This is an optimization exercise on Yosys and OpenROAD, whose aim is small area and a short achievable clock period, not a production implementation. RTL that was checked went through simulation tests only; none was proved equivalent to the original. The RTL of runs 1 and 2 was laid out without a check of its function. No activity file was given, so power comes from the tool's default toggle rates.

[config.mk]
export PLATFORM = sky130hd
export DESIGN_NAME = txController
export DESIGN_NICKNAME = txController
export VERILOG_FILES = /design/flow/design.v
export SDC_FILE = /design/flow/constraint.sdc
export NUM_CORES = 4
export LEC_CHECK = 0
export CAP_MARGIN = 20
export CORE_MARGIN = 2
export CORE_UTILIZATION = 40
export SETUP_SLACK_MARGIN = 4.2
export SLEW_MARGIN = 20
export SYNTH_HIERARCHICAL = 1
[constraint.sdc]
create_clock -name core_clock -period 7.0 [get_ports {txCLK}]
set_input_delay 1.4000 -clock core_clock [delete_from_list [all_inputs] [get_ports {txCLK}]]
set_output_delay 1.4000 -clock core_clock [all_outputs]
set_load 0.01 [all_outputs]
[design.v]
`default_nettype none
package txProgramPkg;
	typedef logic [15:0] progAddrT;   
	typedef logic [3:0]  loopIdxT;    
	typedef logic [31:0] stepTimeT;   
	typedef logic [31:0] ctrlWordT;   
	typedef logic [15:0] pinWordT;    
	typedef logic [7:0]  channelMaskT;
	typedef logic [15:0] loopCountT;
	localparam int finishedBit     = 31;
	localparam int armInterruptBit = 30;
	localparam int waitTrigBit     = 29;
	localparam int loopEndBit      = 28;
	localparam int dmaRequestBit   = 27;
	localparam int dmaStartBit     = 26;
	localparam int beginAcqBit     = 25;
	localparam int activeBit       = 24;
	typedef struct packed
	{
		logic finished;       
		logic armInterrupt;   
		logic waitTrig;       
		logic loopEnd;        
		logic dmaRequest;
		logic dmaStart;       
		logic beginAcq;       
		logic active;         
	} ctrlFlagsT;
	typedef struct packed
	{
		ctrlFlagsT flags;
		pinWordT   pins;
		stepTimeT  duration;
	} stepT;
	typedef struct packed
	{
		progAddrT  startAddr;
		progAddrT  endAddr;
		loopCountT count;   
	} loopDescT;
endpackage
`default_nettype wire
`default_nettype none
package txSeqPkg;
	typedef enum logic [3:0]
	{
		seqIdle      = 4'd0,
		seqWaitTrig  = 4'd1,
		seqRunning   = 4'd2,
		seqLoadLoops = 4'd6,
		seqDone      = 4'd15
	} seqStateT;
	typedef struct packed
	{
		logic [15:0]           pins;
		logic                  adcTrig;   
		logic                  dmaReq;    
		logic [7:0]            leds;      
	} txOutT;
endpackage
`default_nettype wire
`default_nettype none
module txInc16
(
	input  wire  [15:0] a,
	output logic [15:0] y
);
	assign y = a + 16'd1;
endmodule
module txDec16
(
	input  wire  [15:0] a,
	output logic [15:0] y
);
	assign y = a - 16'd1;
endmodule
module txDec32
(
	input  wire  [31:0] a,
	output logic [31:0] y
);
	assign y = a - 32'd1;
endmodule
`default_nettype wire
`default_nettype none
module txJumpMatch
(
	input  wire  [255:0] starts,
	input  wire  [255:0] ends,
	input  wire  [15:0]  grant,
	output logic [15:0]  startSel,
	output logic [15:0]  match
);
	always_comb
	begin
		startSel = '0;
		for (int k = 0; k < 16; k++)
			startSel = startSel | (starts[k*16 +: 16] & {16{grant[k]}});
		for (int k = 0; k < 16; k++)
			match[k] = ends[k*16 +: 16] == startSel;
	end
endmodule
module txStepMatch
(
	input  wire  [255:0] ends,
	input  wire  [15:0]  addr,
	output logic [15:0]  match
);
	always_comb
		for (int k = 0; k < 16; k++)
			match[k] = ends[k*16 +: 16] == addr;
endmodule
`default_nettype wire
`timescale 1ns/1ps
`default_nettype none
module txController
#(
	parameter int loopDepth = 16
)
(
	input  wire                            txCLK,
	input  wire                            arstN,
	input  wire                            run,
	input  wire                            extTrig,
	input  wire txProgramPkg::channelMaskT userChannelMask,
	input  wire                            adcTriggerAck,
	input  wire txProgramPkg::ctrlWordT    outputControlReg,
	input  wire txProgramPkg::stepTimeT    timingReg,
	input  wire [31:0]                     loopAddressReg,
	input  wire [31:0]                     loopCounterReg,
	output txProgramPkg::progAddrT         readAddr,
	output txProgramPkg::loopIdxT          loopReadAddr,
	output txSeqPkg::txOutT                txOut
);
	logic [3:0] state;
	logic       isIdle, isWait, isRun, isLoad, isDone;
	assign isDone = state[3];
	assign isLoad = state[2] & ~state[3];
	assign isRun  = state[1] & ~state[2];
	assign isWait = state[0] & ~state[3];
	assign isIdle = ~state[1] & ~state[0];
	logic [15:0] pins;         
	logic        fFinished, fWaitTrig, fLoopEnd, fDmaRequest, fBeginAcq;
	logic [31:0] remain;       
	logic        stepEnd;      
	logic        notFirst;     
	logic        loadDone;
	logic        takeWord;
	logic        advance;
	logic        stepStart;
	assign advance   = stepEnd;
	assign loadDone  = isLoad & (loopReadAddr == 4'(loopDepth - 1));
	assign takeWord  = loadDone | advance;
	assign stepStart = isRun & ~notFirst;
	localparam int last = loopDepth - 1;
	logic [15:0] descStart [loopDepth];
	logic [15:0] descEnd   [loopDepth];
	logic [15:0] descCount [loopDepth];
	logic [15:0] remCount  [loopDepth];
	logic [loopDepth-1:0] gt1;         
	logic [loopDepth-1:0] shadowed;
	logic [loopDepth-1:0] grant;       
	logic [loopDepth-1:0] grantW;      
	logic [loopDepth-1:0] matchA, matchB, loaded, write, gt1Eff, grantNext, grantWNext;
	logic [loopDepth-1:0] pendSlot;    
	logic [15:0] pendValue;            
	logic        pendDec;              
	logic [15:0] pendNew;
	logic        pendGt1;
	logic        pendSame;
	logic [15:0] addrInc, cmpAddrA;
	logic [15:0] startSel, remSel, countSel, remEff;
	logic        repeatSel, repeatW;
	logic        repeatLoop;
	logic        jump;
	logic        loopStep;             
	logic        shadowIn;
	logic        loading;              
	logic        shadowLast;           
	txInc16 incAddr_i (.a(readAddr), .y(addrInc));
	logic [15:0] pendDecValue;
	txDec16 decPend_i (.a(pendValue), .y(pendDecValue));
	assign pendNew  = pendDec ? pendDecValue : pendValue;
	assign pendGt1  = pendDec ? (|pendValue[15:2] | &pendValue[1:0]) : |pendValue[15:1];
	assign pendSame = |(pendSlot & grantW);
	assign gt1Eff   = (gt1 & ~pendSlot) | (pendSlot & {loopDepth{pendGt1}});
	always_comb
	begin
		remSel    = '0;
		countSel  = '0;
		repeatSel = 1'b0;
		repeatW   = 1'b0;
		for (int k = 0; k < loopDepth; k++)
		begin
			remSel    = remSel    | (remCount[k]  & {16{grantW[k]}});
			countSel  = countSel  | (descCount[k] & {16{grantW[k]}});
			repeatSel = repeatSel | (grant[k]  & gt1Eff[k]);
			repeatW   = repeatW   | (grantW[k] & gt1Eff[k]);
		end
	end
	assign remEff     = pendSame ? pendNew : remSel;
	assign loopStep   = advance & fLoopEnd;
	assign repeatLoop = fLoopEnd & repeatSel;
	assign jump       = advance & repeatLoop;
	assign write      = grantW & {loopDepth{loopStep}};
	assign cmpAddrA   = isLoad ? loopAddressReg[31:16] : addrInc;
	logic [16*loopDepth-1:0] packStart, packEnd;
	always_comb
	begin
		for (int k = 0; k < loopDepth; k++)
		begin
			packStart[k*16 +: 16] = descStart[k];
			packEnd[k*16 +: 16]   = descEnd[k];
		end
	end
	txJumpMatch jumpMatch_i (.starts(packStart), .ends(packEnd), .grant(grant), .startSel(startSel), .match(matchB));
	txStepMatch stepMatch_i (.ends(packEnd), .addr(cmpAddrA), .match(matchA));
	always_comb
	begin
		for (int k = 0; k < loopDepth; k++)
		begin
			grantNext[k]  = !advance ? grant[k]  : ~shadowed[k] & (jump ? matchB[k] : matchA[k]);
			grantWNext[k] = !advance ? grantW[k] : ~shadowed[k] & (jump ? matchB[k] : matchA[k]);
			loaded[k]     = (5'(k) + {1'b0, loopReadAddr}) >= 5'(loopDepth);
		end
	end
	assign shadowIn = |(matchA & loaded);
	always_ff @(posedge txCLK)
	begin
		pendDec   <= repeatW;
		pendValue <= repeatW ? remEff : countSel;
		for (int k = 0; k < last; k++)
		begin
			descStart[k] <= descStart[k+1];
			descEnd[k]   <= descEnd[k+1];
			descCount[k] <= descCount[k+1];
			remCount[k]  <= pendSlot[k+1] ? pendNew : remCount[k+1];
			gt1[k]       <= pendSlot[k+1] ? pendGt1 : gt1[k+1];
			shadowed[k]  <= shadowed[k+1];
			grant[k]     <= grantNext[k+1];
			grantW[k]    <= grantWNext[k+1];
			pendSlot[k]  <= write[k+1];
		end
		shadowed[last] <= shadowed[0];
		grant[last]    <= grantNext[0];
		grantW[last]   <= grantWNext[0];
		pendSlot[last] <= write[0];
		loading    <= isLoad;
		shadowLast <= shadowIn;
		if (loading)
		begin
			shadowed[last-1] <= shadowLast;
			grant[last-1]    <= ~shadowLast & (descEnd[last] == 16'd0);
			grantW[last-1]   <= ~shadowLast & (descEnd[last] == 16'd0);
		end
		if (isLoad)
		begin
			descStart[last] <= loopAddressReg[15:0];
			descEnd[last]   <= loopAddressReg[31:16];
			descCount[last] <= loopCounterReg[15:0];
			remCount[last]  <= loopCounterReg[15:0];
			gt1[last]       <= |loopCounterReg[15:1];
		end
		else
		begin
			descStart[last] <= descStart[0];
			descEnd[last]   <= descEnd[0];
			descCount[last] <= descCount[0];
			remCount[last]  <= pendSlot[0] ? pendNew : remCount[0];
			gt1[last]       <= pendSlot[0] ? pendGt1 : gt1[0];
		end
	end
	always_ff @(posedge txCLK)
	begin
		if (takeWord)
		begin
			pins        <= outputControlReg[15:0];
			fFinished   <= outputControlReg[txProgramPkg::finishedBit];
			fWaitTrig   <= outputControlReg[txProgramPkg::waitTrigBit];
			fLoopEnd    <= outputControlReg[txProgramPkg::loopEndBit];
			fDmaRequest <= outputControlReg[txProgramPkg::dmaRequestBit];
			fBeginAcq   <= outputControlReg[txProgramPkg::beginAcqBit];
			remain      <= timingReg;
		end
		else if (isRun)
		begin
			remain <= remainDec;
		end
	end
	logic [31:0] remainDec;
	txDec32 decRemain_i (.a(remain), .y(remainDec));
	logic [3:0] stateNext;
	logic       runNext;
	logic       zeroNext;
	always_comb
	begin
		stateNext = state;
		if (isIdle)
		begin
			if (run) stateNext = 4'd6;
		end
		else if (isLoad)
		begin
			if (loadDone) stateNext = 4'd1;
		end
		else if (isWait)
		begin
			if (extTrig) stateNext = 4'd2;
		end
		else if (isRun)
		begin
			if (advance)
			begin
				if (fFinished)      stateNext = 4'd15;
				else if (fWaitTrig) stateNext = 4'd1;
			end
		end
	end
	assign runNext  = (isWait & extTrig) | (isRun & ~(advance & (fFinished | fWaitTrig)));
	assign zeroNext = takeWord ? (timingReg == 32'd0)
	                : isRun    ? (remain == 32'd1)
	                :            (remain == 32'd0);
	always_ff @(posedge txCLK or negedge arstN)
	begin
		if (!arstN)
		begin
			state        <= 4'd0;
			stepEnd      <= 1'b0;
			notFirst     <= 1'b0;
			readAddr     <= '0;
			loopReadAddr <= '0;
			txOut        <= '0;
		end
		else
		begin
			state    <= stateNext;
			stepEnd  <= runNext & zeroNext;
			notFirst <= isRun & ~advance;
			if (isLoad)
			begin
				loopReadAddr <= loopReadAddr + 1'b1;
			end
			if (advance)
			begin
				readAddr <= repeatLoop ? startSel : addrInc;
			end
			if (isDone)
			begin
				txOut.pins <= '0;
			end
			else if (stepStart)
			begin
				txOut.pins <= {pins[15:8], pins[7:0] & userChannelMask};
			end
			if (advance && fBeginAcq)
			begin
				txOut.adcTrig <= 1'b1;
			end
			else if (adcTriggerAck)
			begin
				txOut.adcTrig <= 1'b0;
			end
			txOut.dmaReq <= advance & fDmaRequest;
			txOut.leds   <= {4'd0, state};
		end
	end
endmodule
`default_nettype wire
[run.sh]
#!/bin/bash
# synth_recipe.tcl (not shown) runs the flow's synth.tcl, then flattens the netlist and writes it again
# the make line also repeats each setting of config.mk as NAME=value (left out here)
make -C /OpenROAD-flow-scripts/flow DESIGN_CONFIG=/design/flow/config.mk WORK_HOME=/design/flow/orfs CLKGATE_MAP_FILE= SYNTH_SCRIPT=/design/flow/synth_recipe.tcl finish
==> flow_metrics.py, run 1 <==
metrics = {
    "outcome": {
        "status": "no timing/DRC/antenna violations",
    },
    "setup_path": {
        "crit_slowest_cell": "or4_4",
        "cp_max_fo": 8,
        "worst-path-buf-inv": 4,
        "end_kind": "flip-flop",
        "critical_path_class": "reg2reg",
        "critPathTopFamily": "simple AND/OR/NAND/NOR gates",
        "cp.required_ps": 7610,
        "critPathLaunchType": "flip-flop",
        "worst_path_most_repeated_cell": "buf_6",
        "cp_cell_sequence": "or4_4 > a211oi_4 > buf_6 > buf_6 > buf_6 > and2_4 > a21oi_2 > a22oi_2 > nand4_2 > nor2_4 > buf_12 > mux2_2",
        "slowest_delay_ps": 540,
        "worst_ep_arrival_time_ps": 3750,
    },
    "synthesis": {
        "ys_seq_elements": 1224,
        "synth_cell_types": 67,
        "syn_area_per_cell_um2": 10.89,
        "synth_edf_count": 53,
        "syn_area_um2": 44370,
        "synthDominantCellAreaShare": 0.5066,
        "synth_top_cell_by_area": "dfxtp_1",
        "async_reset_ff_frac": 0.03922,
        "synth_warnings": 13,
        "synth_area_leaders": "dfxtp_1 (51%), xor2_1 (5.6%), xnor2_1 (5.4%), edfxtp_1 (3.6%), a21oi_1 (3.1%)",
        "yosysSeqAreaShare": 0.5696,
        "synthCells": 4075,
        "ys.flop_type": "dfxtp_1",
    },
    "global_routing": {
        "grt_pass1_vias": 32000,
        "grt_max_degree": 53,
        "track_usage": 0.2461,
        "grt_antenna_before_repair": 3,
        "grt_pass1_wl_um": 209000,
        "grt-ovfl-total": 0,
    },
    "die": {
        "die_h_um": 337.1,
        "rows": 122,
        "core_area_um2": 110400,
        "die_w_um": 337.1,
        "start_util": 0.4021,
        "die-area_um2": 113600,
        "ios": 187,
    },
    "clock_network": {
        "cts.sinks": 1224,
        "cts_buffers": 121,
        "tritoncts": "done",
        "clock_latency_ps": 730,
        "cts-root-buf": "clkbuf_16",
        "clk_pin_slew_ps": 60,
        "cts_max_path_buffers": 3,
        "hold_buffers": 0,
        "htreeDepth": 3,
    },
    "sta": {
        "setup_violations": 0,
        "rsz0062_at_grt": "true",
        "tns_ps": 0,
        "max_freq_ghz": 0.3193,
        "worst_pin_slew_ps": 982.8,
        "skew_ps": 28.16,
        "post-route-period-util": 0.4475,
        "hold_ws_ps": 329.5,
        "period_needed_ps": 3132,
        "final_hold_viol_count": 0,
        "slew_viol_final": 0,
        "layout_setup_ws_ps": 3868,
        "max_slew_margin": 0.3439,
    },
    "finish": {
        "fin_nets": 4453,
        "final_cell_mix": "dfxtp_1 (1090), nor2_1 (324), xor2_1 (284)",
        "drive_above_1_share": 0.1834,
        "area_growth_pct": 21.19,
        "final_common_cell": "dfxtp_1",
    },
    "detailed_routing": {
        "via_per_inst": 5.473,
        "firstDrtPassIters": 6,
        "drc_errors": 0,
        "drt.antenna.violating_nets": 0,
        "routed_wirelength_um": 142100,
        "vias": 32300,
        "wire_per_inst_um": 24.08,
        "drt_iter0_markers": 3020,
    },
    "place": {
        "port_buffers": 155,
        "place.gp.congestion": 0.8462,
        "dpl.hpwl_um": 82750,
        "dp_slack_ps": 2592,
    },
    "power": {
        "p_per_area_nw_per_um2": 259.5,
        "ir_drop_mv": 0.2103,
        "p_total_uw": 13960,
        "leakagePower_uw": 0.02249,
    },
    "worst_hold_path": {
        "hp-class": "reg2reg",
    },
    "run": {
        "cap_violations": 0,
    },
}
-- timing repair --
item                       in CTS  in global routing
resized for setup             408                 74
pin swaps                      68                 39
setup endpoints to repair     177                123
setup buffers                  88                 31
gates cloned                   10                  2
-- state kept, by name, indices dropped and copies added (netlist names), 4 cells and up --
signal / flops
pendValue: 16
grant: 16
loopReadAddr: 4
descStart: 256
txOut: 22
descEnd: 256
descCount: 256
grantW: 16
state: 4
gt1: 16
remCount: 256
pendSlot: 16
remain: 32
pins: 16
readAddr: 16
shadowed: 16
-- area by class of cell --
type,instances,area (um^2)
clock inverter,51,645.6
timing repair inverter,2,16.27
multi-input combinational,2506,18210
fill,9847,56590
tap,1488,1862
timing repair buffer,387,3805
clock buffer,178,3628
sequential,1224,25350
antenna,1,2.502
inverter,64,260.3
-- per-module statistics from Yosys, one instance, submodules excluded --
module,times used,cells inside,flops+latches,cell area (um^2)
txController,1,2954,1224,35110
txJumpMatch,1,578,0,4910
txStepMatch,1,368,0,3143
txInc16,1,42,0,282.8
txDec32,1,93,0,658.1
txDec16,1,40,0,270.3
-- per-layer routing --
metal  global-route usage  wire (um)  vias up
met3              0.04135      10380      293
met1               0.3471      64550    15900
li1                     -          -    14830
met2               0.3847      62800     1273
met5                    0         25        -
met4              0.07485       4361        4
-- synth_stat cells (18+ instances only) --
| library cell | number |
|---|---|
| dfxtp_1 | 1123 |
| nor2_1 | 328 |
| xor2_1 | 286 |
| a21oi_1 | 279 |
| xnor2_1 | 274 |
| nand2_1 | 271 |
| nand4_1 | 172 |
| clkbuf_1 | 157 |
| a22oi_1 | 148 |
| a22o_1 | 126 |
| a221oi_1 | 119 |
| o21ai_0 | 69 |
| buf_6 | 63 |
| inv_1 | 63 |
| edfxtp_1 | 53 |
| mux2i_1 | 49 |
| dfrtp_1 | 48 |
| mux2_2 | 46 |
| nor4_1 | 44 |
| nand3_1 | 36 |
| nor4_2 | 27 |
| buf_1 | 22 |
| buf_4 | 22 |
| nor3_1 | 20 |
| o21ai_1 | 20 |
| mux2_4 | 18 |
-- power by group --
part | leakage, uW | internal (uW) | switching, uW
Sequential | 0.0103 | 7010 | 0.0158
Clock | 0.00212 | 4010 | 2850
Combinational | 0.0101 | 56.9 | 29.2
-- kinds of logic after synthesis --
group,share of synthesized area
and+or+nand+nor,0.1129
AOI/OAI and AO/OA,0.1275
muxes,0.02882
other,0.00008451
xor gates and xnor gates,0.1142
DFF,0.5696
buffers and inverters,0.04523
adders and majority gates,0.001692
-- metrics by stage --
stage               std cells  cell area (um^2)    util
finish                   5901             53780  0.4873
floorplan                4078             44740       -
global route             5900             53770  0.4872
global placement         5540             47120  0.4270
CTS                      5867             53180  0.4819
detailed placement       5540             47120  0.4270
-- worst paths after layout --
path / startpoint / endpoint / slack [ps] / cells after the start
worst max-delay path: pendValue[14] / pendValue[5] / 3870 / 12
worst min-delay path: descCount[10][13] / descCount[9][13] / 330 / 0
worst max register to register: pendValue[14] / pendValue[5] / 3870 / 12
worst min register to register: descCount[10][13] / descCount[9][13] / 330 / 0
max in group asynchronous: arstN / stepEnd / 5510 / 2
min in group asynchronous: arstN / txOut[11] / 870 / 2
==> run 2: changes to the inputs <==
==> flow/run.sh (new file) <==
#!/bin/bash
set -euo pipefail
bash standard.sh \
	'CTS_ARGS=-sink_clustering_enable -repair_clock_nets -dont_use_dummy_load' \
	'BUFFER_PORTS_ARGS=-buffer_cell sky130_fd_sc_hd__buf_2' \
	finish > flow_standard.log 2>&1
==> standard.sh (new file) <==
#!/bin/bash
# synth_recipe.tcl (not shown) runs the flow's synth.tcl, then flattens the netlist and writes it again
# the make line also repeats each setting of config.mk as NAME=value (left out here)
make -C /OpenROAD-flow-scripts/flow DESIGN_CONFIG=/design/flow/config.mk WORK_HOME=/design/flow/orfs CLKGATE_MAP_FILE= SYNTH_SCRIPT=/design/flow/synth_recipe.tcl "${@:-finish}"
removed: run.sh
==> run 2 against run 1 <==
Net effect: cell count down 1.9%; final area down 4.0%; synthesized area unchanged; sequential cell count unchanged; still clean on timing, DRC and antenna; largest cell class unchanged.
==> flow_metrics.py, run 2 <==
metrics = {
    "synthesis": {
        "synth_cell_types": 67,
        "ys_seq_elements": 1224,
        "synth_warnings": 13,
        "synthCells": 4075,
        "syn_area_um2": 44370,
        "yosysMostFrequentCell": "dfxtp_1",
        "synth_common_cells": "dfxtp_1 (1123), nor2_1 (328), xor2_1 (286)",
        "synth_top_cell_by_area": "dfxtp_1",
        "synth_edf_count": 53,
        "ys.flop_type": "dfxtp_1",
        "synthDominantCellAreaShare": 0.5066,
        "syn_area_per_cell_um2": 10.89,
        "async_reset_ff_frac": 0.03922,
        "yosysSeqAreaShare": 0.5696,
        "synth_area_leaders": "dfxtp_1 (51%), xor2_1 (5.6%), xnor2_1 (5.4%), edfxtp_1 (3.6%), a21oi_1 (3.1%)",
    },
    "detailed_routing": {
        "via_per_inst": 5.545,
        "drt_iter0_markers": 3143,
        "drt.antenna.violating_nets": 0,
        "vias": 32090,
        "routed_wirelength_um": 140100,
        "drc_errors": 0,
        "wire_per_inst_um": 24.21,
        "firstDrtPassIters": 6,
    },
    "place": {
        "dpl.hpwl_um": 80460,
        "place.gp.congestion": 0.8296,
        "dp.cells": 5534,
        "placed_area_um2": 46300,
        "dp_slack_ps": 2506,
        "port_buffers": 155,
    },
    "clock_network": {
        "cts-root-buf": "clkbuf_16",
        "clock_latency_ps": 730,
        "cts_max_path_buffers": 3,
        "tritoncts": "done",
        "cts_buffers": 131,
        "cts.sinks": 1224,
        "htreeDepth": 4,
        "clk_pin_slew_ps": 50,
    },
    "global_routing": {
        "met2_usage": 0.3759,
        "met1_usage": 0.3355,
        "grt_pass1_wl_um": 203900,
        "grt-ovfl-total": 0,
        "track_usage": 0.2409,
        "met3_usage": 0.04268,
        "grt_max_degree": 55,
        "grt_pass1_vias": 31430,
        "grt_antenna_before_repair": 9,
        "grt_busiest_layer": "met2",
    },
    "sta": {
        "slew_viol_final": 0,
        "tns_ps": 0,
        "setup_violations": 0,
        "max_slew_margin": 0.3367,
        "worst_pin_slew_ps": 995.0,
        "final_hold_viol_count": 0,
        "rsz0062_at_grt": "true",
        "layout_setup_ws_ps": 3827,
        "post-route-period-util": 0.4533,
        "period_needed_ps": 3173,
        "max_freq_ghz": 0.3152,
        "skew_ps": 50.67,
    },
    "finish": {
        "stdcell_area_um2": 51630,
        "utilization": 0.4678,
        "area_growth_pct": 16.35,
        "nFillCells": 10180,
        "drive_above_1_share": 0.1825,
        "finalNonFillerCells": 5786,
        "final_cell_mix": "dfxtp_1 (1095), nor2_1 (327), xor2_1 (286)",
        "final_common_cell": "dfxtp_1",
        "fin_nets": 4444,
    },
    "power": {
        "p_sw_frac": 0.2008,
        "p_int_uw": 10310,
        "p_clk_frac": 0.452,
        "leakagePower_uw": 0.02178,
        "ir_drop_mv": 0.2182,
        "p_per_area_nw_per_um2": 249.9,
        "seq_power_share": 0.544,
        "p_switching_uw": 2591,
        "combinationalPowerShare": 0.004,
    },
    "outcome": {
        "status": "no timing/DRC/antenna violations",
    },
    "setup_path": {
        "worst_ep_arrival_time_ps": 3700,
        "critPathLaunchType": "flip-flop",
        "critical_path_class": "reg2reg",
        "cp_max_fo": 16,
        "regToRegEndpoint": "readAddr[13]",
        "reg2regPathDepth": 11,
        "cp.required_ps": 7530,
        "end_kind": "flip-flop",
        "reg2reg_from": "pendValue[14]",
        "regToRegSetupSlack_ps": 3830,
        "crit_path_end": "readAddr[13]",
        "startpoint": "pendValue[14]",
    },
    "die": {
        "ios": 187,
        "rows": 122,
        "die-area_um2": 113600,
        "core_area_um2": 110400,
        "die_h_um": 337.1,
        "die_w_um": 337.1,
        "start_util": 0.4021,
    },
    "worst_hold_path": {
        "hold_start": "descStart[5][4]",
        "hp-class": "reg2reg",
    },
    "run": {
        "cap_violations": 0,
    },
}
[run 2: worst max-delay path: stages, from the launching register on]
cell      delay, ps
dfxtp_4         350
or4_4           540
a211oi_4        390
buf_6           200
a31oi_4          90
nor4_2          320
nand3_2         170
buf_4           180
o21ai_4         160
buf_12          190
mux2i_1         270
a21oi_1          90
[run 2: Yosys stat by module (local to each module, per instance)]
module        cell area [um^2]  times used  cells inside  flops+latches
txController             35110           1          2954           1224
txDec16                  270.3           1            40              0
txDec32                  658.1           1            93              0
txInc16                  282.8           1            42              0
txJumpMatch               4910           1           578              0
txStepMatch               3143           1           368              0
[run 2: layout make-up]
cell class | instances | area [um^2] | share of cell area
clock buffers | 131 | 3278 | 0.06349
diodes | 3 | 7.507 | 0.0001454
inverters | 64 | 260.3 | 0.005041
flip-flops and latches | 1224 | 25350 | 0.4909
well taps | 1488 | 1862 | 0.03606
repair inverters | 2 | 16.27 | 0.0003150
multi-input cells | 2506 | 17930 | 0.3472
repair buffers | 368 | 2932 | 0.05678
[run 2: worst min-delay path by stage]
stage | to | slack [ps] | depth (start not counted)
3_5_place_dp | descStart[8][2] | 340 | 0
3_3_place_gp | descStart[9][8] | 330 | 0
2_1_floorplan | descCount[0][0] | 330 | 0
6_report | descStart[4][4] | 320 | 0
4_1_cts | descStart[0][1] | 320 | 0
5_1_grt | descStart[10][7] | 320 | 0
[run 2: timing repair]
item                       4_1_cts  5_1_grt
setup buffers                   47       64
hold endpoints to repair         0        0
hold buffers                     0        0
gates cloned                     7        0
setup endpoints to repair      182      102
pin swaps                       24       34
gates resized for setup        169       46
[run 2: kinds of logic (layout without fill, tap and decap cells)]
logic type / Yosys count / after routing / synth area share
flip-flops: 1224 / 1224 / 0.5696
AND/OR/NAND/NOR: 992 / 994 / 0.1129
AO/OA/AOI/OAI: 819 / 819 / 0.1275
XOR/XNOR: 570 / 570 / 0.1142
buffers and inverters: 350 / 565 / 0.04523
multiplexers: 113 / 113 / 0.02882
adder cells (fa/ha/maj): 6 / 6 / 0.001692
other: 1 / 7 / 0.00008451
[run 2: power by group through the flow]
stage	registers (uW)	logic, uW	clock network, uW
floorplan	7170	4.76	0
global placement	7170	54.1	0
detailed placement	7170	54.2	0
CTS	7020	54.4	5930
global route	7010	58.1	6220
finish	7020	53.1	5840
[run 2: through the flow]
| step | total power [uW] | hold slack (ps) |
|---|---|---|
| CTS | 13000 | 321.3 |
| floorplan | 7172 | 331.1 |
| global placement | 7221 | 333.5 |
| finish | 12900 | 320.0 |
| global route | 13290 | 323.8 |
| detailed placement | 7221 | 336.6 |
[run 2: layer usage]
layer,wire [um],part of all wire,vias to the layer above
met5,50,0.00036,-
met4,4134,0.030,8
met3,10860,0.078,277
met2,62500,0.45,1335
met1,62550,0.45,15760
li1,-,-,14700
==> run 3: changes to the inputs <==
--- a/design.v
+++ b/design.v
@@ -88,16 +88,34 @@
 	input  wire  [255:0] starts,
 	input  wire  [255:0] ends,
 	input  wire  [15:0]  grant,
+	input  wire  [15:0]  gt1,
+	input  wire          loopStep,
+	input  wire          advance,
+	input  wire  [15:0]  shadowed,
+	input  wire  [15:0]  stepMatch,
 	output logic [15:0]  startSel,
-	output logic [15:0]  match
+	output logic         repeatLoop,
+	output logic         jump,
+	output logic [15:0]  grantNew,
+	output logic [15:0]  grantNext
 );
+	logic [15:0] match;
 	always_comb
 	begin
-		startSel = '0;
+		startSel   = '0;
+		repeatLoop = 1'b0;
 		for (int k = 0; k < 16; k++)
-			startSel = startSel | (starts[k*16 +: 16] & {16{grant[k]}});
+		begin
+			startSel   = startSel | (starts[k*16 +: 16] & {16{grant[k]}});
+			repeatLoop = repeatLoop | (grant[k] & gt1[k]);
+		end
+		jump = loopStep & repeatLoop;
 		for (int k = 0; k < 16; k++)
-			match[k] = ends[k*16 +: 16] == startSel;
+		begin
+			match[k]     = ends[k*16 +: 16] == startSel;
+			grantNew[k]  = ~shadowed[k] & (jump ? match[k] : stepMatch[k]);
+			grantNext[k] = advance ? grantNew[k] : grant[k];
+		end
 	end
 endmodule
 module txStepMatch
@@ -158,52 +176,60 @@
 	logic [15:0] descCount [loopDepth];
 	logic [15:0] remCount  [loopDepth];
 	logic [loopDepth-1:0] gt1;         
+	logic [loopDepth-1:0] gt2;         
+	logic [loopDepth-1:0] cgt1, cgt2;  
 	logic [loopDepth-1:0] shadowed;
 	logic [loopDepth-1:0] grant;       
 	logic [loopDepth-1:0] grantW;      
-	logic [loopDepth-1:0] matchA, matchB, loaded, write, gt1Eff, grantNext, grantWNext;
+	logic [loopDepth-1:0] matchA, loaded, write, gt1Eff, grantNext, grantNew;
 	logic [loopDepth-1:0] pendSlot;    
 	logic [15:0] pendValue;            
+	logic        pendGt1V, pendGt2V;   
 	logic        pendDec;              
 	logic [15:0] pendNew;
-	logic        pendGt1;
+	logic        pendGt1;              
 	logic        pendSame;
-	logic [15:0] addrInc, cmpAddrA;
-	logic [15:0] startSel, remSel, countSel, remEff;
-	logic        repeatSel, repeatW;
+	logic [15:0] nextAddr;             
+	logic [15:0] startSel, startInc, nextInc;
+	logic [15:0] remSel, countSel;
+	logic        repeatW, remGt1W, remGt2W, countGt1W, countGt2W;
 	logic        repeatLoop;
 	logic        jump;
 	logic        loopStep;             
 	logic        shadowIn;
 	logic        loading;              
-	logic        shadowLast;           
-	txInc16 incAddr_i (.a(readAddr), .y(addrInc));
+	logic [3:0]  loadIdx;              
 	logic [15:0] pendDecValue;
 	txDec16 decPend_i (.a(pendValue), .y(pendDecValue));
 	assign pendNew  = pendDec ? pendDecValue : pendValue;
-	assign pendGt1  = pendDec ? (|pendValue[15:2] | &pendValue[1:0]) : |pendValue[15:1];
+	assign pendGt1  = pendDec ? pendGt2V : pendGt1V;
 	assign pendSame = |(pendSlot & grantW);
 	assign gt1Eff   = (gt1 & ~pendSlot) | (pendSlot & {loopDepth{pendGt1}});
 	always_comb
 	begin
 		remSel    = '0;
 		countSel  = '0;
-		repeatSel = 1'b0;
 		repeatW   = 1'b0;
+		remGt1W   = 1'b0;
+		remGt2W   = 1'b0;
+		countGt1W = 1'b0;
+		countGt2W = 1'b0;
 		for (int k = 0; k < loopDepth; k++)
 		begin
+			gt2[k]    = |remCount[k][15:2] | &remCount[k][1:0];
+			cgt1[k]   = |descCount[k][15:1];
+			cgt2[k]   = |descCount[k][15:2] | &descCount[k][1:0];
 			remSel    = remSel    | (remCount[k]  & {16{grantW[k]}});
 			countSel  = countSel  | (descCount[k] & {16{grantW[k]}});
-			repeatSel = repeatSel | (grant[k]  & gt1Eff[k]);
 			repeatW   = repeatW   | (grantW[k] & gt1Eff[k]);
+			remGt1W   = remGt1W   | (grantW[k] & gt1[k]);
+			remGt2W   = remGt2W   | (grantW[k] & gt2[k]);
+			countGt1W = countGt1W | (grantW[k] & cgt1[k]);
+			countGt2W = countGt2W | (grantW[k] & cgt2[k]);
 		end
 	end
-	assign remEff     = pendSame ? pendNew : remSel;
-	assign loopStep   = advance & fLoopEnd;
-	assign repeatLoop = fLoopEnd & repeatSel;
-	assign jump       = advance & repeatLoop;
-	assign write      = grantW & {loopDepth{loopStep}};
-	assign cmpAddrA   = isLoad ? loopAddressReg[31:16] : addrInc;
+	assign loopStep = advance & fLoopEnd;
+	assign write    = grantW & {loopDepth{loopStep}};
 	logic [16*loopDepth-1:0] packStart, packEnd;
 	always_comb
 	begin
@@ -211,24 +237,52 @@
 		begin
 			packStart[k*16 +: 16] = descStart[k];
 			packEnd[k*16 +: 16]   = descEnd[k];
+			loaded[k]    = (k != last) && (5'(k) + {1'b0, loadIdx} >= 5'(last));
 		end
 	end
-	txJumpMatch jumpMatch_i (.starts(packStart), .ends(packEnd), .grant(grant), .startSel(startSel), .match(matchB));
-	txStepMatch stepMatch_i (.ends(packEnd), .addr(cmpAddrA), .match(matchA));
-	always_comb
-	begin
-		for (int k = 0; k < loopDepth; k++)
-		begin
-			grantNext[k]  = !advance ? grant[k]  : ~shadowed[k] & (jump ? matchB[k] : matchA[k]);
-			grantWNext[k] = !advance ? grantW[k] : ~shadowed[k] & (jump ? matchB[k] : matchA[k]);
-			loaded[k]     = (5'(k) + {1'b0, loopReadAddr}) >= 5'(loopDepth);
-		end
-	end
+	txStepMatch stepMatch_i (.ends(packEnd), .addr(nextAddr), .match(matchA));
+	txJumpMatch jumpMatch_i (.starts(packStart), .ends(packEnd), .grant(grant), .gt1(gt1Eff),
+		.loopStep(loopStep), .advance(advance), .shadowed(shadowed), .stepMatch(matchA),
+		.startSel(startSel), .repeatLoop(repeatLoop), .jump(jump), .grantNew(grantNew),
+		.grantNext(grantNext));
+	txInc16 incStart_i (.a(startSel), .y(startInc));
+	txInc16 incNext_i  (.a(nextAddr), .y(nextInc));
 	assign shadowIn = |(matchA & loaded);
 	always_ff @(posedge txCLK)
 	begin
-		pendDec   <= repeatW;
-		pendValue <= repeatW ? remEff : countSel;
+		loading <= isLoad;
+		loadIdx <= loopReadAddr;
+		if (isLoad)
+		begin
+			nextAddr <= loopAddressReg[31:16];
+		end
+		else if (loading)
+		begin
+			nextAddr <= 16'd1;
+		end
+		else if (advance)
+		begin
+			nextAddr <= jump ? startInc : nextInc;
+		end
+		pendDec  <= repeatW;
+		if (!repeatW)
+		begin
+			pendValue <= countSel;
+			pendGt1V  <= countGt1W;
+			pendGt2V  <= countGt2W;
+		end
+		else if (pendSame)
+		begin
+			pendValue <= pendNew;
+			pendGt1V  <= pendGt1;
+			pendGt2V  <= pendDec ? |pendValue[15:2] : pendGt2V;
+		end
+		else
+		begin
+			pendValue <= remSel;
+			pendGt1V  <= remGt1W;
+			pendGt2V  <= remGt2W;
+		end
 		for (int k = 0; k < last; k++)
 		begin
 			descStart[k] <= descStart[k+1];
@@ -238,20 +292,18 @@
 			gt1[k]       <= pendSlot[k+1] ? pendGt1 : gt1[k+1];
 			shadowed[k]  <= shadowed[k+1];
 			grant[k]     <= grantNext[k+1];
-			grantW[k]    <= grantWNext[k+1];
+			grantW[k]    <= advance ? grantNew[k+1] : grantW[k+1];
 			pendSlot[k]  <= write[k+1];
 		end
 		shadowed[last] <= shadowed[0];
 		grant[last]    <= grantNext[0];
-		grantW[last]   <= grantWNext[0];
+		grantW[last]   <= advance ? grantNew[0] : grantW[0];
 		pendSlot[last] <= write[0];
-		loading    <= isLoad;
-		shadowLast <= shadowIn;
 		if (loading)
 		begin
-			shadowed[last-1] <= shadowLast;
-			grant[last-1]    <= ~shadowLast & (descEnd[last] == 16'd0);
-			grantW[last-1]   <= ~shadowLast & (descEnd[last] == 16'd0);
+			shadowed[last-1] <= shadowIn;
+			grant[last-1]    <= ~shadowIn & (descEnd[last] == 16'd0);
+			grantW[last-1]   <= ~shadowIn & (descEnd[last] == 16'd0);
 		end
 		if (isLoad)
 		begin
@@ -342,7 +394,7 @@
 			end
 			if (advance)
 			begin
-				readAddr <= repeatLoop ? startSel : addrInc;
+				readAddr <= jump ? startSel : nextAddr;
 			end
 			if (isDone)
 			begin
==> run.sh (new file) <==
#!/bin/bash
# synth_recipe.tcl (not shown) runs the flow's synth.tcl, then flattens the netlist and writes it again
# the make line also repeats each setting of config.mk as NAME=value (left out here)
make -C /OpenROAD-flow-scripts/flow DESIGN_CONFIG=/design/flow/config.mk WORK_HOME=/design/flow/orfs CLKGATE_MAP_FILE= SYNTH_SCRIPT=/design/flow/synth_recipe.tcl finish
removed: flow/run.sh
removed: standard.sh
==> run 3 against run 2 <==
Net effect: largest cell class unchanged; final area up 7.5%; fmax is 8.1% higher; die area grew 5.9%; still clean.
==> flow_metrics.py, run 3 <==
metrics = {
    "finish": {
        "nFillCells": 10680,
        "utilization": 0.4770,
        "final_cell_mix": "dfxtp_1 (1104), xnor2_1 (534), nor2_1 (361)",
        "fin_nets": 4787,
        "area_growth_pct": 18.06,
        "final_common_cell": "dfxtp_1",
        "drive_above_1_share": 0.1369,
    },
    "global_routing": {
        "grt_antenna_before_repair": 2,
        "track_usage": 0.2567,
        "grt_pass1_vias": 35890,
        "grt_pass1_wl_um": 234400,
        "grt-ovfl-total": 0,
        "grt_max_degree": 78,
    },
    "clock_network": {
        "cts.sinks": 1245,
        "clock_latency_ps": 770,
        "tritoncts": "done",
        "cts_max_path_buffers": 3,
        "cts_buffers": 135,
        "cts-root-buf": "clkbuf_16",
        "htreeDepth": 4,
        "clk_pin_slew_ps": 60,
    },
    "detailed_routing": {
        "wire_per_inst_um": 25.38,
        "wl_met1_um": 65970,
        "highest_layer": "met5",
        "met3_length_um": 14550,
        "drt_iter0_markers": 4460,
        "drc_errors": 0,
        "wl_met2_um": 71880,
        "vias": 36460,
        "via_per_inst": 5.833,
        "routed_wirelength_um": 158600,
        "firstDrtPassIters": 6,
        "drt.antenna.violating_nets": 0,
    },
    "sta": {
        "skew_ps": 35.48,
        "max_freq_ghz": 0.3406,
        "worst_pin_slew_ps": 1155,
        "layout_setup_ws_ps": 4064,
        "hold_ws_ps": 341.3,
        "post-route-period-util": 0.4194,
        "slew_viol_final": 0,
        "rsz0062_at_grt": "true",
        "max_slew_margin": 0.2297,
        "final_hold_viol_count": 0,
        "tns_ps": 0,
        "period_needed_ps": 2936,
        "setup_violations": 0,
    },
    "place": {
        "place.gp.congestion": 0.9599,
        "dp_slack_ps": 2934,
        "dpl.hpwl_um": 101400,
        "port_buffers": 155,
    },
    "setup_path": {
        "worst_path_most_repeated_cell": "buf_12",
        "cp_cell_sequence": "buf_12 > mux2i_4 > buf_12 > buf_6 > a21oi_2 > a22o_1 > a221oi_2 > nand4_2 > buf_4 > nor3_1 > a21oi_1",
        "cp.required_ps": 7610,
        "critPathTopFamily": "buffers and inverters",
        "critical_path_class": "reg2reg",
        "cp_max_fo": 37,
        "critPathLaunchType": "flip-flop",
        "worst_ep_arrival_time_ps": 3540,
        "end_kind": "flip-flop",
        "regToRegSetupSlack_ps": 4060,
        "slowest_delay_ps": 570,
        "crit_slowest_cell": "nor3_1",
        "worst-path-buf-inv": 4,
    },
    "power": {
        "leakagePower_uw": 0.02082,
        "p_per_area_nw_per_um2": 572.1,
        "ir_drop_mv": 0.2975,
    },
    "die": {
        "rows": 125,
        "start_util": 0.4040,
        "die_w_um": 346.8,
        "die_h_um": 346.8,
        "die-area_um2": 120300,
        "ios": 187,
        "core_area_um2": 116400,
    },
    "synthesis": {
        "synth_warnings": 13,
        "syn_area_um2": 47010,
        "synthCells": 4443,
        "syn_area_per_cell_um2": 10.58,
    },
    "worst_hold_path": {
        "hp-class": "reg2reg",
    },
    "outcome": {
        "status": "no timing/DRC/antenna violations",
    },
    "run": {
        "cap_violations": 0,
    },
}
-- run 3: metrics by stage --
step                instances  total power (uW)  cell area [um^2]
global route             6249             33200             55500
CTS                      6207             31120             54760
detailed placement       5936             23530             49620
floorplan                4446             19850             47030
finish                   6250             31750             55500
global placement         5935             23430             49610
-- run 3: per-layer routing --
layer	vias up	track usage
li1	16430	-
met1	17690	0.3395
met2	1927	0.4069
met3	408	0.05502
met4	2	0.1053
met5	-	0
-- run 3: timing repair --
item / 4_1_cts / 5_1_grt
gates cloned: 7 / 2
setup endpoints to repair: 276 / 81
setup buffers: 25 / 40
hold endpoints to repair: 0 / 0
hold buffers: 0 / 0
resized for setup: 260 / 119
pin swaps: 6 / 24
-- run 3: area by class of cell --
| cell class | count | area, um^2 | area share |
|---|---|---|---|
| Sequential cell | 1245 | 25900 | 0.4667 |
| Timing Repair Buffer | 336 | 3302 | 0.05949 |
| Clock inverter | 38 | 462.9 | 0.008341 |
| Antenna cell | 1 | 2.502 | 0.00004508 |
| Timing Repair inverter | 2 | 23.77 | 0.0004283 |
| Multi-Input combinational cell | 2856 | 19680 | 0.3545 |
| Tap cell | 1524 | 1907 | 0.03435 |
| Clock buffer | 201 | 4004 | 0.07214 |
| Inverter | 47 | 220.2 | 0.003967 |
-- run 3: power by group --
part	switching, uW	internal [uW]	total, uW
clock	3010	4180	7190
combinational	6280	4680	11000
sequential	3180	10400	13600
-- run 3: final timing paths --
| path | to | from | cells after the start |
|---|---|---|---|
| worst max-delay path | pendValue[4] | pendDec | 11 |
| worst min-delay path | descStart[3][5] | descStart[4][5] | 0 |
| worst max register to register | pendValue[4] | pendDec | 11 |
| worst min register to register | descStart[3][5] | descStart[4][5] | 0 |
| max in group asynchronous | state[2] | arstN | 2 |
| min in group asynchronous | readAddr[8] | arstN | 2 |
==> run 4: changes to the inputs <==
==> flow/run.sh (new file) <==
#!/bin/bash
set -euo pipefail
bash standard.sh \
	'CTS_ARGS=-sink_clustering_enable -repair_clock_nets -dont_use_dummy_load -sink_clustering_size 22 -sink_clustering_max_diameter 100' \
	'BUFFER_PORTS_ARGS=-buffer_cell sky130_fd_sc_hd__buf_2' \
	finish > flow_standard.log 2>&1
==> standard.sh (new file) <==
#!/bin/bash
# synth_recipe.tcl (not shown) runs the flow's synth.tcl, then flattens the netlist and writes it again
# the make line also repeats each setting of config.mk as NAME=value (left out here)
make -C /OpenROAD-flow-scripts/flow DESIGN_CONFIG=/design/flow/config.mk WORK_HOME=/design/flow/orfs CLKGATE_MAP_FILE= SYNTH_SCRIPT=/design/flow/synth_recipe.tcl "${@:-finish}"
--- a/config.mk
+++ b/config.mk
@@ -7,7 +7,8 @@
 export LEC_CHECK = 0
 export CAP_MARGIN = 20
 export CORE_MARGIN = 2
-export CORE_UTILIZATION = 40
+export CORE_UTILIZATION = 55
+export PLACE_DENSITY = 0.7
 export SETUP_SLACK_MARGIN = 4.2
 export SLEW_MARGIN = 20
 export SYNTH_HIERARCHICAL = 1
removed: run.sh
==> run 4 against run 3 <==
Net effect: total power shrank 9.9%; register-to-register slack gained 40 ps; core utilization grew 13 points; clock skew grew 19 ps; first-iteration DRC count shrank 0.87%; fmax grew 1.3%; clock-buffer cell count shrank 135; worst setup slack gained 38 ps; largest power group unchanged; highest routed layer is now met4.
==> flow_metrics.py, run 4 <==
metrics = {
    "finish": {
        "fin_nets": 4763,
        "finalNonFillerCells": 5743,
        "drive_above_1_share": 0.1460,
        "final_common_cell": "dfxtp_1",
        "nFillCells": 6999,
        "final_cell_mix": "dfxtp_1 (1103), xnor2_1 (534), nor2_1 (360)",
        "area_growth_pct": 10.35,
    },
    "clock_network": {
        "cts_buffers": 66,
        "clk_pin_slew_ps": 90,
        "htreeDepth": 3,
        "tritoncts": "done",
        "cts-root-buf": "clkbuf_16",
        "clock_latency_ps": 630,
        "cts.sinks": 1245,
        "cts_max_path_buffers": 3,
    },
    "worst_hold_path": {
        "worstHoldPathCells": 0,
        "hold_start": "descStart[9][12]",
        "hp-class": "reg2reg",
    },
    "sta": {
        "period_needed_ps": 2898,
        "skew_ps": 54.98,
        "slew_viol_final": 0,
        "setup_violations": 0,
        "tns_ps": 0,
        "hold_ws_ps": 320.0,
        "final_hold_viol_count": 0,
        "rsz0062_at_grt": "true",
        "post-route-period-util": 0.4141,
        "max_slew_margin": 0.3541,
        "worst_pin_slew_ps": 967.8,
        "max_freq_ghz": 0.3450,
    },
    "die": {
        "ios": 187,
        "die-area_um2": 87830,
        "die_w_um": 296.4,
        "rows": 107,
        "die_h_um": 296.4,
        "core_area_um2": 84880,
        "start_util": 0.5539,
    },
    "setup_path": {
        "startpoint": "pendDec",
        "cp_max_fo": 7,
        "critical_path_class": "reg2reg",
        "reg2regPathDepth": 14,
        "critPathTopFamily": "compound AO/OA/AOI/OAI gates",
        "cp_cell_sequence": "buf_12 > mux2i_4 > buf_12 > a21oi_1 > a22o_1 > a221oi_2 > and4_1 > nand2b_4 > buf_12 > buf_16 > nor2_1 > nand3b_1 > o22ai_4 > mux2_2",
        "worst_ep_arrival_time_ps": 3430,
        "path_depth": 14,
        "worst-path-buf-inv": 4,
        "slowest_delay_ps": 350,
        "end_kind": "flip-flop",
        "worst_path_most_repeated_cell": "buf_12",
        "crit_slowest_cell": "dfxtp_2",
        "critPathLaunchType": "flip-flop",
        "reg2reg_from": "pendDec",
        "cp.required_ps": 7530,
    },
    "place": {
        "dp.cells": 5552,
        "port_buffers": 155,
        "place.gp.congestion": 0.9902,
        "dpl.hpwl_um": 96620,
    },
    "synthesis": {
        "syn_area_per_cell_um2": 10.58,
        "synthCells": 4443,
        "syn_area_um2": 47010,
        "synth_warnings": 13,
    },
    "detailed_routing": {
        "via_per_inst": 6.356,
        "firstDrtPassIters": 6,
        "vias": 36500,
        "drt.antenna.violating_nets": 0,
        "routed_wirelength_um": 149000,
        "wire_per_inst_um": 25.94,
        "drt_iter0_markers": 4421,
        "drc_errors": 0,
    },
    "power": {
        "ir_drop_mv": 0.3687,
        "p_per_area_nw_per_um2": 551.4,
        "leakagePower_uw": 0.01965,
    },
    "run": {
        "cap_violations": 0,
    },
    "global_routing": {
        "grt_pass1_wl_um": 218900,
        "track_usage": 0.3299,
        "grt-ovfl-total": 0,
        "grt_pass1_vias": 34830,
        "grt_max_degree": 81,
        "grt_antenna_before_repair": 0,
    },
    "outcome": {
        "status": "no timing/DRC/antenna violations",
    },
}
-- run 4: worst register-to-register path, cell delays in order, from the launching register on --
cell and delay (ps):
dfxtp_2 350, buf_12 110, mux2i_4 290, buf_12 170, a21oi_1 130, a22o_1 260, a221oi_2 200, and4_1 270
nand2b_4 220, buf_12 130, buf_16 120, nor2_1 50, nand3b_1 140, o22ai_4 100, mux2_2 270
-- run 4: routing by layer --
layer | GRT usage | wire length (um) | vias to the layer above
met3 | 0.06179 | 14590 | 514
met5 | 0 | 0 | -
met1 | 0.4403 | 60020 | 17610
met4 | 0.1578 | 7947 | 0
li1 | - | - | 16240
met2 | 0.5178 | 66400 | 2132
-- run 4: area by class of cell --
type | count | area [um^2] | share of cell area
antenna | 2 | 5.005 | 0.00009647
clock buffer | 66 | 1652 | 0.03184
inverter | 47 | 207.7 | 0.004004
multi-input combinational | 2854 | 19660 | 0.3789
sequential | 1245 | 25910 | 0.4994
tap | 1144 | 1431 | 0.02759
timing repair buffer | 385 | 3022 | 0.05824
-- run 4: power by group --
part           internal [uW]  switching (uW)  leakage [uW]
Combinational           4870            6320       0.00809
Clock                   1690            2220      0.000813
Sequential             10400            3100        0.0107
-- run 4: final timing paths --
check	endpoint	slack, ps
max in group asynchronous	stepEnd	5640
setup reg to reg	grantW[10]	4100
hold / removal	descStart[8][12]	320
setup / recovery	grantW[10]	4100
min in group asynchronous	loopReadAddr[2]	900
hold reg to reg	descStart[8][12]	320
-- run 4: per-stage QoR --
stage | util | worst slack (ps) | cell area [um^2] | total power (uW)
floorplan | - | 4242 | 47030 | 19850
global placement | 0.5692 | 2940 | 48310 | 23090
detailed placement | 0.5694 | 2957 | 48330 | 23300
CTS | 0.5972 | 4139 | 50690 | 27570
global route | 0.6111 | 4050 | 51870 | 29860
finish | 0.6112 | 4102 | 51880 | 28610
-- run 4: timing repair --
item	4_1_cts	5_1_grt
buffers inserted	17	101
gates cloned	5	0
hold buffers	0	0
pin swaps	7	20
endpoints found under the setup margin	84	72
gates resized for setup	98	97
==> run 5: changes to the inputs <==
--- a/config.mk
+++ b/config.mk
@@ -7,8 +7,8 @@
 export LEC_CHECK = 0
 export CAP_MARGIN = 20
 export CORE_MARGIN = 2
-export CORE_UTILIZATION = 55
-export PLACE_DENSITY = 0.7
+export CORE_UTILIZATION = 40
 export SETUP_SLACK_MARGIN = 4.2
 export SLEW_MARGIN = 20
 export SYNTH_HIERARCHICAL = 1
+export TNS_END_PERCENT = 20
==> run 5 against run 4 <==
Net effect: critical path depth down 4; synthesized area unchanged; die area up 37%; critical endpoint is now pendValue[5]; sequential share of layout area fell by 0.51 points; synthesized cell count did not move; cell count up 6.7%; register-to-register slack improved by 30 ps; via count shrank 1.4%; worst setup slack better by 32 ps; final area rose by 1.0%; first-iteration DRC count down 6.0%.
==> flow_metrics.py, run 5 <==
metrics = {
    "sta": {
        "hold_ws_ps": 336.3,
        "rsz0062_at_grt": "true",
        "skew_ps": 55.10,
        "period_needed_ps": 2866,
        "max_freq_ghz": 0.3489,
        "final_hold_viol_count": 0,
        "post-route-period-util": 0.4094,
        "setup_violations": 0,
        "worst_pin_slew_ps": 1038,
        "max_slew_margin": 0.3013,
        "slew_viol_final": 0,
        "tns_ps": 0,
    },
    "clock_network": {
        "htreeDepth": 3,
        "cts.sinks": 1245,
        "cts-root-buf": "clkbuf_16",
        "cts_max_path_buffers": 3,
        "clock_latency_ps": 690,
        "clk_pin_slew_ps": 90,
        "tritoncts": "done",
        "cts_buffers": 67,
        "hold_buffers": 0,
    },
    "finish": {
        "area_growth_pct": 11.47,
        "fin_nets": 4767,
        "stdcell_area_um2": 52400,
        "final_cell_mix": "dfxtp_1 (1105), xnor2_1 (534), nor2_1 (363)",
        "drive_above_1_share": 0.1421,
        "nFillCells": 10990,
        "antenna_cells": 0,
        "final_common_cell": "dfxtp_1",
    },
    "power": {
        "ir_drop_mv": 0.2150,
        "p_switching_uw": 11760,
        "p_sw_frac": 0.4082,
        "p_int_uw": 17050,
        "combinationalPowerShare": 0.389,
        "p_per_area_nw_per_um2": 549.7,
        "seq_power_share": 0.472,
        "p_total_uw": 28810,
        "p_clk_frac": 0.139,
        "leakagePower_uw": 0.01966,
    },
    "place": {
        "port_buffers": 155,
        "dpl.hpwl_um": 101400,
        "placed_area_um2": 48850,
        "place.gp.congestion": 0.9277,
    },
    "global_routing": {
        "grt_pass1_wl_um": 227600,
        "grt_pass1_vias": 34680,
        "track_usage": 0.2490,
        "grt_max_degree": 73,
        "grt-ovfl-total": 0,
        "grt_antenna_before_repair": 3,
    },
    "detailed_routing": {
        "drt.antenna.violating_nets": 0,
        "drc_errors": 0,
        "wl_met2_um": 69920,
        "wire_per_inst_um": 25.54,
        "vias": 35990,
        "via_per_inst": 5.876,
        "firstDrtPassIters": 6,
        "met3_length_um": 13290,
        "routed_wirelength_um": 156500,
        "wl_met1_um": 66030,
        "highest_layer": "met5",
        "drt_iter0_markers": 4154,
    },
    "die": {
        "start_util": 0.4040,
        "die-area_um2": 120300,
        "rows": 125,
        "die_h_um": 346.8,
        "die_w_um": 346.8,
        "ios": 187,
        "core_area_um2": 116400,
    },
    "setup_path": {
        "critPathLaunchType": "flip-flop",
        "critical_path_class": "reg2reg",
        "cp.required_ps": 7500,
        "end_kind": "flip-flop",
        "worst_ep_arrival_time_ps": 3370,
        "cp_max_fo": 37,
    },
    "synthesis": {
        "syn_area_per_cell_um2": 10.58,
        "syn_area_um2": 47010,
        "synthCells": 4443,
        "synth_warnings": 13,
    },
    "outcome": {
        "status": "no timing/DRC/antenna violations",
    },
    "worst_hold_path": {
        "hp-class": "reg2reg",
    },
    "run": {
        "cap_violations": 0,
    },
}
[run 5: worst paths after layout]
path	start	to	slack (ps)	cells past startpoint
worst max-delay path	pendGt2V	pendValue[5]	4130	10
worst min-delay path	descStart[12][6]	descStart[11][6]	340	0
worst max register to register	pendGt2V	pendValue[5]	4130	10
worst min register to register	descStart[12][6]	descStart[11][6]	340	0
max in group asynchronous	arstN	stepEnd	5660	2
min in group asynchronous	arstN	txOut[11]	840	2
[run 5: final cells by class]
class	instances	area, um^2	share of cell area
timing repair inverter	1	7.507	0.0001433
inverter	47	216.5	0.004131
multi-input combinational	2856	19580	0.3736
clock buffer	67	1677	0.03199
tap	1524	1907	0.03639
sequential	1245	25900	0.4943
timing repair buffer	385	3119	0.05952
[run 5: power groups by stage]
stage | combinational [uW] | clock, uW | sequential, uW
floorplan | 7450 | 0 | 12400
global placement | 9710 | 0 | 13600
detailed placement | 9840 | 0 | 13600
CTS | 10200 | 4050 | 13500
global route | 12000 | 4310 | 13900
finish | 11200 | 4000 | 13600
[run 5: repair_timing]
| item | 4_1_cts | 5_1_grt |
|---|---|---|
| setup endpoints to repair | 191 | 65 |
| gates cloned | 3 | 4 |
| resized for setup | 81 | 107 |
| pin swaps | 2 | 27 |
| buffers inserted | 11 | 104 |
[run 5: routing by layer]
metal | vias to the layer above | GRT usage
li1 | 16270 | -
met4 | 4 | 0.1072
met1 | 17550 | 0.3313
met5 | - | 0
met2 | 1761 | 0.3942
met3 | 406 | 0.04773
[run 5: through the flow]
step,instances,worst slack (ps),utilization
5_1_grt,6125,4118,0.4504
4_1_cts,6017,4127,0.4382
6_report,6125,4134,0.4504
3_3_place_gp,5936,2457,0.4197
3_5_place_dp,5936,2390,0.4198
2_1_floorplan,4446,4127,-
[run 5: worst max-delay path, cell delays in order, from the launching register on]
cell and delay (ps):
edfxtp_1 420, mux2i_4 180, buf_12 180, buf_4 150
a21oi_2 70, a22o_1 260, a221oi_2 220, nand4_2 120
buf_4 300, nor3_1 690, a21oi_1 70
==> run 6: changes to the inputs <==
--- a/config.mk
+++ b/config.mk
@@ -8,7 +8,6 @@
 export CAP_MARGIN = 20
 export CORE_MARGIN = 2
 export CORE_UTILIZATION = 40
-export SETUP_SLACK_MARGIN = 4.2
+export SETUP_SLACK_MARGIN = 4.35
 export SLEW_MARGIN = 20
 export SYNTH_HIERARCHICAL = 1
-export TNS_END_PERCENT = 20
==> run 6 against run 5 <==
Net effect: die area unchanged; critical path type unchanged; fmax increased by 3.5%; sequential power hardly changed; core utilization increased by 1.0 points; largest power group unchanged; worst setup slack improved by 97 ps; critical path depth increased by 3; combinational power grew 7%; first-iteration DRC count is 4.5% lower; via count grew 0.93%.
==> flow_metrics.py, run 6 <==
metrics = {
    "outcome": {
        "status": "no timing/DRC/antenna violations",
    },
    "power": {
        "seq_power_share": 0.459,
        "ir_drop_mv": 0.2769,
        "p_per_area_nw_per_um2": 550.6,
        "p_switching_uw": 12100,
        "p_total_uw": 29510,
        "p_clk_frac": 0.136,
        "combinationalPowerShare": 0.405,
        "leakagePower_uw": 0.02014,
        "p_int_uw": 17410,
        "p_sw_frac": 0.4101,
    },
    "die": {
        "die_h_um": 346.8,
        "ios": 187,
        "rows": 125,
        "die-area_um2": 120300,
        "start_util": 0.4040,
        "die_w_um": 346.8,
        "core_area_um2": 116400,
    },
    "sta": {
        "final_hold_viol_count": 0,
        "rsz0062_at_grt": "true",
        "max_slew_margin": 0.3975,
        "post-route-period-util": 0.3955,
        "skew_ps": 91.86,
        "slew_viol_final": 0,
        "tns_ps": 0,
        "setup_violations": 0,
        "worst_pin_slew_ps": 895.4,
        "period_needed_ps": 2768,
        "max_freq_ghz": 0.3612,
    },
    "finish": {
        "regArea_um2": 25930,
        "drive_above_1_share": 0.1698,
        "nFillCells": 10890,
        "area_growth_pct": 14.01,
        "fin_nets": 4806,
        "final_common_cell": "dfxtp_1",
        "final_cell_mix": "dfxtp_1 (1091), xnor2_1 (534), nor2_1 (354)",
        "finalNonFillerCells": 6165,
        "stdcell_area_um2": 53600,
        "multi_input_area_um2": 20250,
        "utilization": 0.4606,
    },
    "worst_hold_path": {
        "hold_start": "descStart[7][0]",
        "worstHoldPathCells": 0,
        "holdPathEnd": "descStart[6][0]",
        "hp-class": "reg2reg",
    },
    "place": {
        "port_buffers": 155,
        "place.gp.congestion": 0.9081,
        "dpl.hpwl_um": 103500,
        "dp.cells": 5935,
        "placed_area_um2": 48830,
    },
    "clock_network": {
        "cts_max_path_buffers": 3,
        "clk_pin_slew_ps": 90,
        "cts.sinks": 1245,
        "cts-root-buf": "clkbuf_16",
        "hold_buffers": 0,
        "cts_buffers": 67,
        "tritoncts": "done",
        "clock_latency_ps": 670,
        "htreeDepth": 3,
    },
    "setup_path": {
        "critical_path_class": "reg2reg",
        "crit_slowest_cell": "dfxtp_2",
        "reg2regPathDepth": 13,
        "regToRegSetupSlack_ps": 4230,
        "cp.required_ps": 7560,
        "regToRegEndpoint": "grantW[4]",
        "worst_path_most_repeated_cell": "buf_12",
        "critPathTopFamily": "simple AND/OR/NAND/NOR gates",
        "worst_ep_arrival_time_ps": 3330,
        "reg2reg_from": "pendDec",
        "cp_max_fo": 7,
        "worst-path-buf-inv": 4,
        "slowest_delay_ps": 370,
        "cp_cell_sequence": "mux2i_4 > buf_12 > buf_8 > buf_6 > a21oi_4 > a221oi_2 > and4_4 > nand2b_4 > buf_12 > nor2_4 > nand3b_1 > o22ai_4 > mux2_4",
        "path_depth": 13,
        "end_kind": "flip-flop",
        "critPathLaunchType": "flip-flop",
    },
    "synthesis": {
        "syn_area_um2": 47010,
        "syn_area_per_cell_um2": 10.58,
        "synth_warnings": 13,
        "synthCells": 4443,
    },
    "global_routing": {
        "grt-ovfl-total": 0,
        "grt_pass1_wl_um": 233100,
        "grt_pass1_vias": 35140,
        "track_usage": 0.2545,
        "grt_max_degree": 73,
        "grt_antenna_before_repair": 7,
    },
    "detailed_routing": {
        "drc_errors": 0,
        "drt.antenna.violating_nets": 0,
        "wire_per_inst_um": 25.87,
        "drt_iter0_markers": 3967,
        "firstDrtPassIters": 9,
        "vias": 36330,
        "routed_wirelength_um": 159500,
        "via_per_inst": 5.892,
    },
    "run": {
        "cap_violations": 0,
    },
}
## run 6: how the worst max path moves through the flow
stage / startpoint / to
detailed placement: pendSlot[4] / grantW[1]
floorplan: grant[14] / nextAddr[14]
global placement: pendSlot[0] / grantW[7]
global route: grant[10] / nextAddr[15]
finish: pendDec / grantW[4]
CTS: pendDec / pendValue[4]
## run 6: per-layer routing
metal / wire (um) / vias up / global-route usage
met3: 13650 / 373 / 0.04125
met2: 72190 / 1811 / 0.4056
li1: - / 16350 / -
met5: 27 / - / 0
met4: 6289 / 4 / 0.09468
met1: 67370 / 17780 / 0.3470
## run 6: final cells by class
cell class	instances	area share
Sequential cell	1245	0.4839
Inverter	47	0.004248
Timing Repair Buffer	422	0.06681
Antenna cell	1	0.00004669
Tap cell	1524	0.03558
Multi-Input combinational cell	2857	0.3777
Timing Repair inverter	2	0.0004435
Clock buffer	67	0.03128
## run 6: worst register-to-register path, cell delays in order (launching register included)
cell,delay (ps)
dfxtp_2,370
mux2i_4,340
buf_12,170
buf_8,120
buf_6,110
a21oi_4,60
a221oi_2,280
and4_4,290
nand2b_4,170
buf_12,180
nor2_4,50
nand3b_1,140
o22ai_4,110
mux2_4,270
## run 6: metrics by stage
stage | hold WS (ps) | setup WS, ps
after global routing | 348.9 | 4171
after detailed placement | 337.1 | 2796
after CTS | 343.3 | 4255
final | 337.3 | 4232
after floorplan | 331.1 | 4352
after global placement | 332.5 | 2824
## run 6: timing repair
item	4_1_cts	5_1_grt
buffers inserted	64	88
gates resized for setup	211	159
gates cloned	7	3
pin swaps	40	56
setup endpoints to repair	108	104
## run 6: power by group through the flow
stage	combinational, uW	clock [uW]	sequential, uW
after floorplan	7450	0	12400
final	12000	4010	13500
after global routing	12700	4300	13900
after global placement	9760	0	13600
after CTS	10900	4040	13400
after detailed placement	9870	0	13600
==> run 7: changes to the inputs <==
--- a/config.mk
+++ b/config.mk
@@ -8,6 +8,7 @@
 export CAP_MARGIN = 20
 export CORE_MARGIN = 2
 export CORE_UTILIZATION = 40
-export SETUP_SLACK_MARGIN = 4.35
+export GPL_ROUTABILITY_DRIVEN = 0
+export SETUP_SLACK_MARGIN = 4.2
 export SLEW_MARGIN = 20
 export SYNTH_HIERARCHICAL = 1
==> run 7 against run 6 <==
Net effect: synthesized cell count did not move; critical path depth rose by 1; sequential share of layout area rose by 0.79 points; highest routed layer unchanged; die area did not move; final area fell by 1.7%; critical endpoint is now grantW[3]; worst setup slack got worse by 58 ps; routed wire length fell by 2.2%; fmax fell by 2.1%; critical path type unchanged; via count fell by 0.77%.
==> flow_metrics.py, run 7 <==
metrics = {
    "sta": {
        "skew_ps": 88.28,
        "rsz0062_at_grt": "true",
        "final_hold_viol_count": 0,
        "period_needed_ps": 2827,
        "setup_violations": 0,
        "max_slew_margin": 0.2696,
        "slew_viol_final": 0,
        "worst_pin_slew_ps": 1074,
        "max_freq_ghz": 0.3537,
        "tns_ps": 0,
        "post-route-period-util": 0.4039,
    },
    "power": {
        "p_sw_frac": 0.4094,
        "seq_power_share": 0.470,
        "p_total_uw": 28800,
        "p_clk_frac": 0.140,
        "ir_drop_mv": 0.2123,
        "combinationalPowerShare": 0.390,
        "p_switching_uw": 11790,
        "leakagePower_uw": 0.01970,
        "p_per_area_nw_per_um2": 546.9,
        "p_int_uw": 17010,
    },
    "clock_network": {
        "hold_buffers": 0,
        "clk_pin_slew_ps": 90,
        "cts.sinks": 1245,
        "cts-root-buf": "clkbuf_16",
        "cts_max_path_buffers": 3,
        "htreeDepth": 3,
        "clock_latency_ps": 680,
        "tritoncts": "done",
        "cts_buffers": 68,
    },
    "global_routing": {
        "grt_pass1_vias": 34420,
        "grt-ovfl-total": 0,
        "grt_max_degree": 51,
        "track_usage": 0.2493,
        "grt_pass1_wl_um": 227600,
        "grt_antenna_before_repair": 4,
    },
    "detailed_routing": {
        "drc_errors": 0,
        "firstDrtPassIters": 5,
        "drt.antenna.violating_nets": 0,
        "wire_per_inst_um": 25.47,
        "via_per_inst": 5.886,
        "vias": 36050,
        "routed_wirelength_um": 155900,
        "drt_iter0_markers": 4042,
    },
    "setup_path": {
        "cp_max_fo": 6,
        "worst_ep_arrival_time_ps": 3360,
        "cp.required_ps": 7530,
        "end_kind": "flip-flop",
        "critPathLaunchType": "flip-flop",
        "critical_path_class": "reg2reg",
    },
    "die": {
        "die_w_um": 346.8,
        "rows": 125,
        "die-area_um2": 120300,
        "ios": 187,
        "die_h_um": 346.8,
        "start_util": 0.4040,
        "core_area_um2": 116400,
    },
    "synthesis": {
        "syn_area_per_cell_um2": 10.58,
        "synth_warnings": 13,
        "synthCells": 4443,
        "syn_area_um2": 47010,
    },
    "place": {
        "dp.cells": 5937,
        "port_buffers": 155,
        "dpl.hpwl_um": 101300,
    },
    "finish": {
        "antenna_cells": 0,
        "drive_above_1_share": 0.1500,
        "final_common_cell": "dfxtp_1",
        "utilization": 0.4526,
        "finalNonFillerCells": 6124,
        "fin_nets": 4766,
        "final_cell_mix": "dfxtp_1 (1105), xnor2_1 (534), nor2_1 (357)",
        "area_growth_pct": 12.03,
    },
    "worst_hold_path": {
        "hp-class": "reg2reg",
    },
    "run": {
        "cap_violations": 0,
    },
    "outcome": {
        "status": "no timing/DRC/antenna violations",
    },
}
-- run 7: critical path: stages (launching register included) --
cell and delay, ps:
dfxtp_2 350, buf_12 100, mux2i_4 230, buf_12 150
buf_12 130, a21oi_4 60, a22o_1 220, a221oi_2 200
and4_4 260, nand2b_4 250, buf_12 190, clkinv_16 80
nand3_2 80, o31ai_1 70, mux2_2 260
-- run 7: stage by stage --
step	cell area, um^2	setup WS [ps]	hold WS, ps
3_3_place_gp	48850	2623	333.8
4_1_cts	51360	4188	321.5
6_report	52670	4173	329.2
2_1_floorplan	47030	4242	331.1
3_5_place_dp	48850	2530	337.3
5_1_grt	52670	4093	338.0
-- run 7: layout make-up --
class	count	area, um^2
multi-input cells	2858	19850
inverters	47	230.2
repair inverters	4	51.30
repair buffers	378	3029
clock buffers	68	1702
flip-flops and latches	1245	25900
well taps	1524	1907
fillers	11020	63690
-- run 7: timing repair --
item	in CTS	in global routing
gates resized for setup	119	135
buffers inserted	27	83
cloned	7	2
hold endpoints to repair	0	0
endpoints found under the setup margin	234	103
pin swaps	9	31
-- run 7: routing by layer --
metal  vias up  routed length (um)  track usage
met5         -                  27            0
met4         4                6875       0.1059
met3       370               12960      0.03986
met2      1803               70500       0.3971
met1     17630               65580       0.3353
li1      16240                   -            -
-- run 7: worst paths after layout --
check / from / to / slack, ps / depth (start not counted)
max: pendDec / grantW[3] / 4170 / 14
min: descStart[12][14] / descStart[11][14] / 330 / 0
max reg2reg: pendDec / grantW[3] / 4170 / 14
min reg2reg: descStart[12][14] / descStart[11][14] / 330 / 0
max in group asynchronous: arstN / state[2] / 5650 / 2
min in group asynchronous: arstN / readAddr[1] / 850 / 2
-- run 7: power by group through the flow --
stage                     Combinational [uW]  Sequential (uW)  Clock [uW]
after floorplan                         7450            12400           0
after global placement                  9730            13600           0
after detailed placement                9850            13600           0
after CTS                              10400            13400        4080
after global routing                   12000            13800        4340
final                                  11200            13500        4030

-- re-timing with driven ports --
The results above use ideal ports. As a check the final layouts listed here were re-extracted and re-timed, cells and wires unchanged.
Step 1: set_driving_cell puts a clkbuf_16 on txCLK and a buf_2 on each other input, an assumption about the parent block.
Step 2, shift: input delay + t, output delay - t, t = (earliest + latest rising clock arrival at the registers) / 2. This alone moves slack from input paths to output paths.
a / b / c = ideal ports / drivers / drivers and shift; a / b = the first two.
run	t (ns)	setup slack, ns
run 1	0.796	3.868 / 3.868 / 3.259
run 2	0.779	3.827 / 3.827 / 3.513
run 3	0.819	4.064 / 4.064 / 3.710
run 4	0.681	4.102 / 4.102 / 4.102
run 5	0.716	4.134 / 4.134 / 4.134
run 6	0.699	4.232 / 4.232 / 4.179
run 7	0.708	4.173 / 4.173 / 4.041
After both steps setup and hold are still met in every run listed.
